This is an optimization exercise on Yosys and OpenROAD, whose aim is small area, a short achievable clock period and few clock cycles per item, not a production implementation. Where RTL was checked, it was by simulation tests only, not by an equivalence proof against the original. Power is estimated from default activity; no workload was simulated.

==> delta <==
## bson_field_locator
module bson_field_locator (
  input  logic                 clk,
  input  logic                 rst,
  input  logic                 in_valid,
  output logic                 in_ready,
  input  logic [7:0]           doc_byte,
  input  logic                 doc_last,
  output logic                 out_valid,
  input  logic                 out_ready,
  output logic [1:0]           status,
  output logic [bfl_pkg::OUT_OFS_W-1:0] element_offset,
  output logic [7:0]           element_type,
  output logic [bfl_pkg::OUT_OFS_W-1:0] value_offset,
  input  logic                 cfg_valid,
  output logic                 cfg_ready,
  input  logic [1:0]           cfg_index,
  input  logic [63:0]          cfg_data
);
  logic [63:0] name_lo, name_hi;
  logic        lo_set, hi_set;
  logic [4:0]  len_eff;             
  logic [7:0]  cur;
  logic        zero_byte, ones_byte, last, v_r;
  logic        p_hdr, p_type, p_name, p_len, p_skip, p_rx1, p_rx2, p_idle;
  logic [4:0]  cnt;                 
  logic        mism;                
  logic        bad;                 
  logic        at_len;              
  logic        s_end;               
  logic [7:0]  tgt_r;               
  logic [31:0] skip;                
  logic [23:0] pos;                 
  logic [23:0] estart;              
  logic [7:0]  etype;               
  ...
==> flow/config.mk <==
export PLATFORM = sky130hd
export DESIGN_NAME = bson_field_locator
export DESIGN_NICKNAME = bson_field_locator
export VERILOG_FILES = /design/flow/design.v
export SDC_FILE = /design/flow/constraint.sdc
export NUM_CORES = 4
export LEC_CHECK = 0
export ABC_AREA = 1
export CAP_MARGIN = 5
export CORE_MARGIN = 2
export CORE_UTILIZATION = 40
export CTS_CLUSTER_DIAMETER = 80
export CTS_CLUSTER_SIZE = 30
export SETUP_SLACK_MARGIN = 2.8
export SLEW_MARGIN = 5
==> flow/constraint.sdc <==
create_clock -name core_clock -period 5.0 [get_ports {clk}]
set_input_delay 1.0000 -clock core_clock [delete_from_list [all_inputs] [get_ports {clk}]]
set_output_delay 1.0000 -clock core_clock [all_outputs]
set_load 0.01 [all_outputs]
standard.sh (not shown) runs the stock make flow with config.mk's settings and CLKGATE_MAP_FILE= SYNTH_SCRIPT=/design/flow/synth_recipe.tcl, a recipe that flattens the netlist after the stock synthesis.
==> flow/flow/run.sh <==
#!/bin/bash
# The standard layout (the standard.sh: its synthesis, floorplan, placement, CTS and routing
# unchanged), with the port buffers that global placement inserts made buf_1 cells instead of the
# default delay-buffer cells. Every input and output port still gets its own buffer.
set -euo pipefail
bash standard.sh "BUFFER_PORTS_ARGS=-buffer_cell sky130_fd_sc_hd__buf_1" finish > standard_make.log 2>&1
==> nickel: changes against delta <==
--- a/flow/design.v
+++ b/flow/design.v
@@ -75,26 +75,23 @@
   input  logic [1:0]           cfg_index,
   input  logic [63:0]          cfg_data
 );
   logic [63:0] name_lo, name_hi;
   logic        lo_set, hi_set;
   logic [4:0]  len_eff;             
   logic [7:0]  cur;
-  logic        zero_byte, ones_byte, last, v_r;
+  logic        zero_byte, last, v_r;
   logic        p_hdr, p_type, p_name, p_len, p_skip, p_rx1, p_rx2, p_idle;
   logic [4:0]  cnt;                 
   logic        mism;                
   logic        bad;                 
-  logic        at_len;              
-  logic        s_end;               
+  logic        flag;                
   logic [7:0]  tgt_r;               
   logic [31:0] skip;                
   logic [23:0] pos;                 
-  logic [23:0] estart;              
-  logic [7:0]  etype;               
   logic [1:0]  st;
   logic        in_rdy;
   logic        in_fire, proc, emit, found, emit_fire, clear_res, ov_next;
   logic [1:0]  emit_status;
   logic        name_match, name_end, cnt3;
   logic [7:0]  tgt_next;
   assign in_ready  = in_rdy;
@@ -118,15 +115,14 @@
       endcase
     end
   end
   always_ff @(posedge clk) begin
     if (in_fire) begin
       cur       <= doc_byte;
       zero_byte <= (doc_byte == 8'd0);
-      ones_byte <= (doc_byte == 8'hff);
       last      <= doc_last;
     end
   end
   always_comb begin
     if (p_type) tgt_next = lo_set ? name_lo[7:0] : 8'd0;
     else begin
       case (cnt[3:0])
@@ -157,31 +153,36 @@
       8'd16:                    fixed_size = 4'd4;
       default:                  fixed_size = 4'd0;
     endcase
   endfunction
   function automatic logic known_type(input logic [7:0] t);
     known_type = (t >= 8'd1 && t <= 8'd18) || t == 8'd127 || t == 8'd255;
   endfunction
+  logic [7:0]  etype;
   logic        t_fixed, t_len, t_regex, a_p1, a_p12, a_m4;
   logic [3:0]  t_size;
+  assign etype   = skip[31:24];        
   assign t_size  = fixed_size(etype);
   assign t_fixed = (t_size != 4'd0);
   assign t_len   = (etype >= 8'd2 && etype <= 8'd5) || (etype >= 8'd12 && etype <= 8'd15);
   assign t_regex = (etype == 8'd11);
-  assign a_p1    = (etype == 8'd5);
-  assign a_p12   = (etype == 8'd12);
-  assign a_m4    = (etype == 8'd3 || etype == 8'd4 || etype == 8'd15);
+  assign a_p1    = tgt_r[0];
+  assign a_p12   = tgt_r[1];
+  assign a_m4    = tgt_r[2];
+  logic at_len, s_end;
+  assign at_len = flag;
+  assign s_end  = flag;
   assign cnt3       = (cnt[1:0] == 2'd3);
   assign name_match = !mism && at_len;
   assign name_end   = p_name && zero_byte && !last;    
   logic [31:0] nlen;
   logic        n_zero_hi, n_ones_hi, n_short, n_one;
   assign nlen      = {cur, skip[31:8]};
   assign n_zero_hi = mism && zero_byte;      
-  assign n_ones_hi = bad && ones_byte;       
+  assign n_ones_hi = bad && (cur == 8'hff);  
   always_comb begin
     if (a_m4) begin
       n_short = nlen[31] || (n_zero_hi && nlen[3:0] < 4'd5);
       n_one   = n_zero_hi && nlen[3:0] == 4'd5;
     end else if (a_p1) begin
       n_short = nlen[31];
       n_one   = n_zero_hi && nlen[3:0] == 4'd0;
@@ -268,63 +269,55 @@
     end
   end
   always_ff @(posedge clk) begin
     if (proc) begin
       if (p_type) begin
         mism   <= 1'b0;
         bad    <= !known_type(cur);
-        at_len <= (len_eff == 5'd0);
+        flag   <= (len_eff == 5'd0);
         tgt_r  <= tgt_next;
       end
       if (p_name && !zero_byte) begin
         if (at_len || cur != tgt_r) mism <= 1'b1;
-        at_len <= (cnt + 5'd1 == len_eff);
+        flag   <= (cnt + 5'd1 == len_eff);
         tgt_r  <= tgt_next;
       end
+      if (name_end && !name_match) begin
+        flag  <= (t_size == 4'd1);
+        tgt_r <= {5'd0, etype == 8'd3 || etype == 8'd4 || etype == 8'd15, etype == 8'd12, etype == 8'd5};
+      end
+      if (p_skip) flag <= s_two;
       if (p_len) begin
+        flag <= n_one;
         if (cnt[1:0] == 2'd0) begin
           mism <= (cur[7:4] == 4'h0);
           bad  <= (cur[7:4] == 4'hf);
         end else begin
           mism <= mism && zero_byte;
-          bad  <= bad && ones_byte;
+          bad  <= bad && (cur == 8'hff);
         end
       end
     end
   end
   always_ff @(posedge clk) begin
     if (proc) begin
-      if (name_end) begin
+      if (p_type) skip <= {cur, pos};
+      if (name_end && !name_match) begin
         skip  <= {28'd0, t_size};
-        s_end <= (t_size == 4'd1);
-      end
-      if (p_len) begin
-        skip  <= nlen;
-        s_end <= n_one;
-      end
-      if (p_skip) begin
-        skip  <= skip - 32'd1;
-        s_end <= s_two;
       end
+      if (p_len) skip <= nlen;
+      if (p_skip) skip <= skip - 32'd1;
+      if (clear_res) skip <= 32'd0;
     end
   end
   always_ff @(posedge clk) begin
     if (proc) begin
-      if (clear_res) begin
-        pos    <= 24'd0;
-        estart <= 24'd0;
-        etype  <= 8'd0;
-      end else begin
-        if (p_hdr && cnt3) pos <= 24'd4;
-        else if (!p_hdr && !p_idle) pos <= pos + 24'd1;
-        if (p_type) begin
-          estart <= pos;
-          etype  <= cur;
-        end
-      end
+      if (clear_res) pos <= 24'd0;
+      else if (p_hdr && cnt3) pos <= 24'd4;
+      else if (!p_hdr && !p_idle) pos <= pos + 24'd1;
       if (emit) st <= emit_status;
     end
   end
   logic v_n, l_n;
   assign v_n = in_fire || (v_r && !proc);
   assign l_n = in_fire ? doc_last : last;
   always_ff @(posedge clk) begin
@@ -335,11 +328,11 @@
     end else begin
       out_valid <= ov_next;
       v_r       <= v_n;
       in_rdy    <= !v_n || !ov_next || (emit_fire && !(last && l_n));
     end
   end
   assign status         = st;
-  assign element_offset = estart;
-  assign element_type   = etype;
+  assign element_offset = skip[23:0];
+  assign element_type   = skip[31:24];
   assign value_offset   = pos;
 endmodule
- CAP_MARGIN: 5 -> 20
- SLEW_MARGIN: 5 -> 20
- TNS_END_PERCENT: not set -> 10
==> tundra: changes against delta <==
- CAP_MARGIN: 5 -> 20
- CORE_UTILIZATION: 40 -> 70
- CTS_CLUSTER_DIAMETER: 80 -> not set
- CTS_CLUSTER_SIZE: 30 -> not set
- PLACE_DENSITY: not set -> 0.8
- SLEW_MARGIN: 5 -> 20
==> yarrow: changes against delta <==
--- a/flow/design.v
+++ b/flow/design.v
@@ -97,16 +97,16 @@
   logic [1:0]  emit_status;
   logic        name_match, name_end, cnt3;
   logic [7:0]  tgt_next;
   assign in_ready  = in_rdy;
   assign cfg_ready = 1'b1;
   assign in_fire   = in_valid && in_rdy;
   always_ff @(posedge clk) begin
-    if (cfg_valid && !rst && cfg_index == bfl_pkg::REG_NAME_LOW)  name_lo <= cfg_data;
-    if (cfg_valid && !rst && cfg_index == bfl_pkg::REG_NAME_HIGH) name_hi <= cfg_data;
+    if (cfg_valid && cfg_index == bfl_pkg::REG_NAME_LOW)  name_lo <= cfg_data;
+    if (cfg_valid && cfg_index == bfl_pkg::REG_NAME_HIGH) name_hi <= cfg_data;
   end
   always_ff @(posedge clk) begin
     if (rst) begin
       lo_set  <= 1'b0;
       hi_set  <= 1'b0;
       len_eff <= 5'd1;
     end else if (cfg_valid) begin
- CAP_MARGIN: 5 -> 20
- CORE_UTILIZATION: 40 -> 55
- PLACE_DENSITY: not set -> 0.65
- SLEW_MARGIN: 5 -> 20
==> comparison table <==
Result of the run: yarrow timing/DRC/antenna clean; tundra timing/DRC/antenna clean; delta timing/DRC/antenna clean; nickel timing/DRC/antenna clean
Synth cell types: yarrow 58; tundra 54; delta 54; nickel 46
Critical register-to-register path startpoint: yarrow zero_byte$_DFFE_PP_; tundra zero_byte$_DFFE_PP_; delta skip[0]$_DFFE_PP_; nickel zero_byte$_DFFE_PP_
Synth Area in Compound Gates: yarrow 7.99%; tundra 7.95%; delta 7.95%; nickel 9.69%
Number of clock buffer instances in the layout: yarrow 16; tundra 38; delta 17; nickel 20
End-of-flow core utilization: yarrow 64.4%; tundra 83.4%; delta 47.1%; nickel 48.7%
Power consumed by the clock network: yarrow 0.00139 W; tundra 0.00194 W; delta 0.00140 W; nickel 0.00132 W
Width of the die: yarrow 154 µm; tundra 136 µm; delta 179 µm; nickel 173 µm
Fraction of layout instances using a drive strength above 1: yarrow 10.8%; tundra 10.6%; delta 10.3%; nickel 11.5%
GR Layer Usage met1: yarrow 35.0%; tundra 42.2%; delta 26.8%; nickel 30.7%
Signal arrival time at the worst endpoint: yarrow 1.23 ns; tundra 2.50 ns; delta 1.16 ns; nickel 1.31 ns
First-pass GRT wire length: yarrow 48000 µm; tundra 46800 µm; delta 48200 µm; nickel 52600 µm
Nonclk inv count: yarrow 154; tundra 141; delta 141; nickel 125
Number of enable-type register cells in the synthesized netlist: yarrow 240; tundra 240; delta 240; nickel 206
Tap cell count: yarrow 280; tundra 225; delta 396; nickel 378
Cells on worst reg2reg path: yarrow 11; tundra 11; delta 9; nickel 10
Most numerous cell on the critical path: yarrow buf_6; tundra nand2_1; delta -; nickel -
Met1 Wirelength: yarrow 12900 µm; tundra 11800 µm; delta 14000 µm; nickel 14800 µm
Number of filler instances in the final layout: yarrow 1915; tundra 1004; delta 2866; nickel 2656
Amount of wire on met2 after detailed routing: yarrow 15000 µm; tundra 15200 µm; delta 15100 µm; nickel 16100 µm
Xor/xnor share of the synthesized area: yarrow 1.34%; tundra 1.50%; delta 1.50%; nickel 1.83%
Number of nets in the synthesized netlist: yarrow 1337; tundra 1311; delta 1311; nickel 1336
Iteration-0 DRC count of the detailed router: yarrow 751; tundra 1006; delta 768; nickel 1023
TritonCTS sink count: yarrow 264; tundra 264; delta 264; nickel 230
Vertical die dimension: yarrow 154 µm; tundra 136 µm; delta 179 µm; nickel 173 µm
Testbench counts of delta, summed over its fixed seeds: cycles 48,421, items 48,258.
Testbench counts of tundra, summed over its fixed seeds: cycles 48,421, items 48,258.
No functional check of the RTL was part of nickel and yarrow.

-- static timing again, ports no longer ideal --
Ports are ideal in the flow. The routed layouts listed here were re-timed in OpenROAD.
Step 1, drivers: a clkbuf_16 drives clk and a buf_2 each remaining input, both assumed.
Step 2, shift: input delay + t, output delay - t, t = (earliest + latest rising clock arrival at the registers) / 2. This alone moves slack from input paths to output paths.
Three values: no drivers, after step 1, after step 2; two values: the first two.
run | t (ns) | setup WS [ns] | worst register clock-pin slew, ns | worst slew at a driven data input, ns | cell pins on the clock port's net
delta | 0.544 | 2.841 / 2.792 / 2.526 | 0.11 / 0.11 | 0.05 | 1
nickel | 0.545 | 2.689 / 2.643 / 2.429 | 0.11 / 0.11 | 0.07 | 1
tundra | 0.577 | 2.795 / 2.758 / 2.432 | 0.06 / 0.06 | 0.05 | 1
yarrow | 0.552 | 2.767 / 2.721 / 2.486 | 0.11 / 0.11 | 0.05 | 1
After both steps every run listed still meets setup and hold. The setup slack of tundra, which loses most, moves by -0.037 ns with the drivers and by -0.363 ns with both steps.
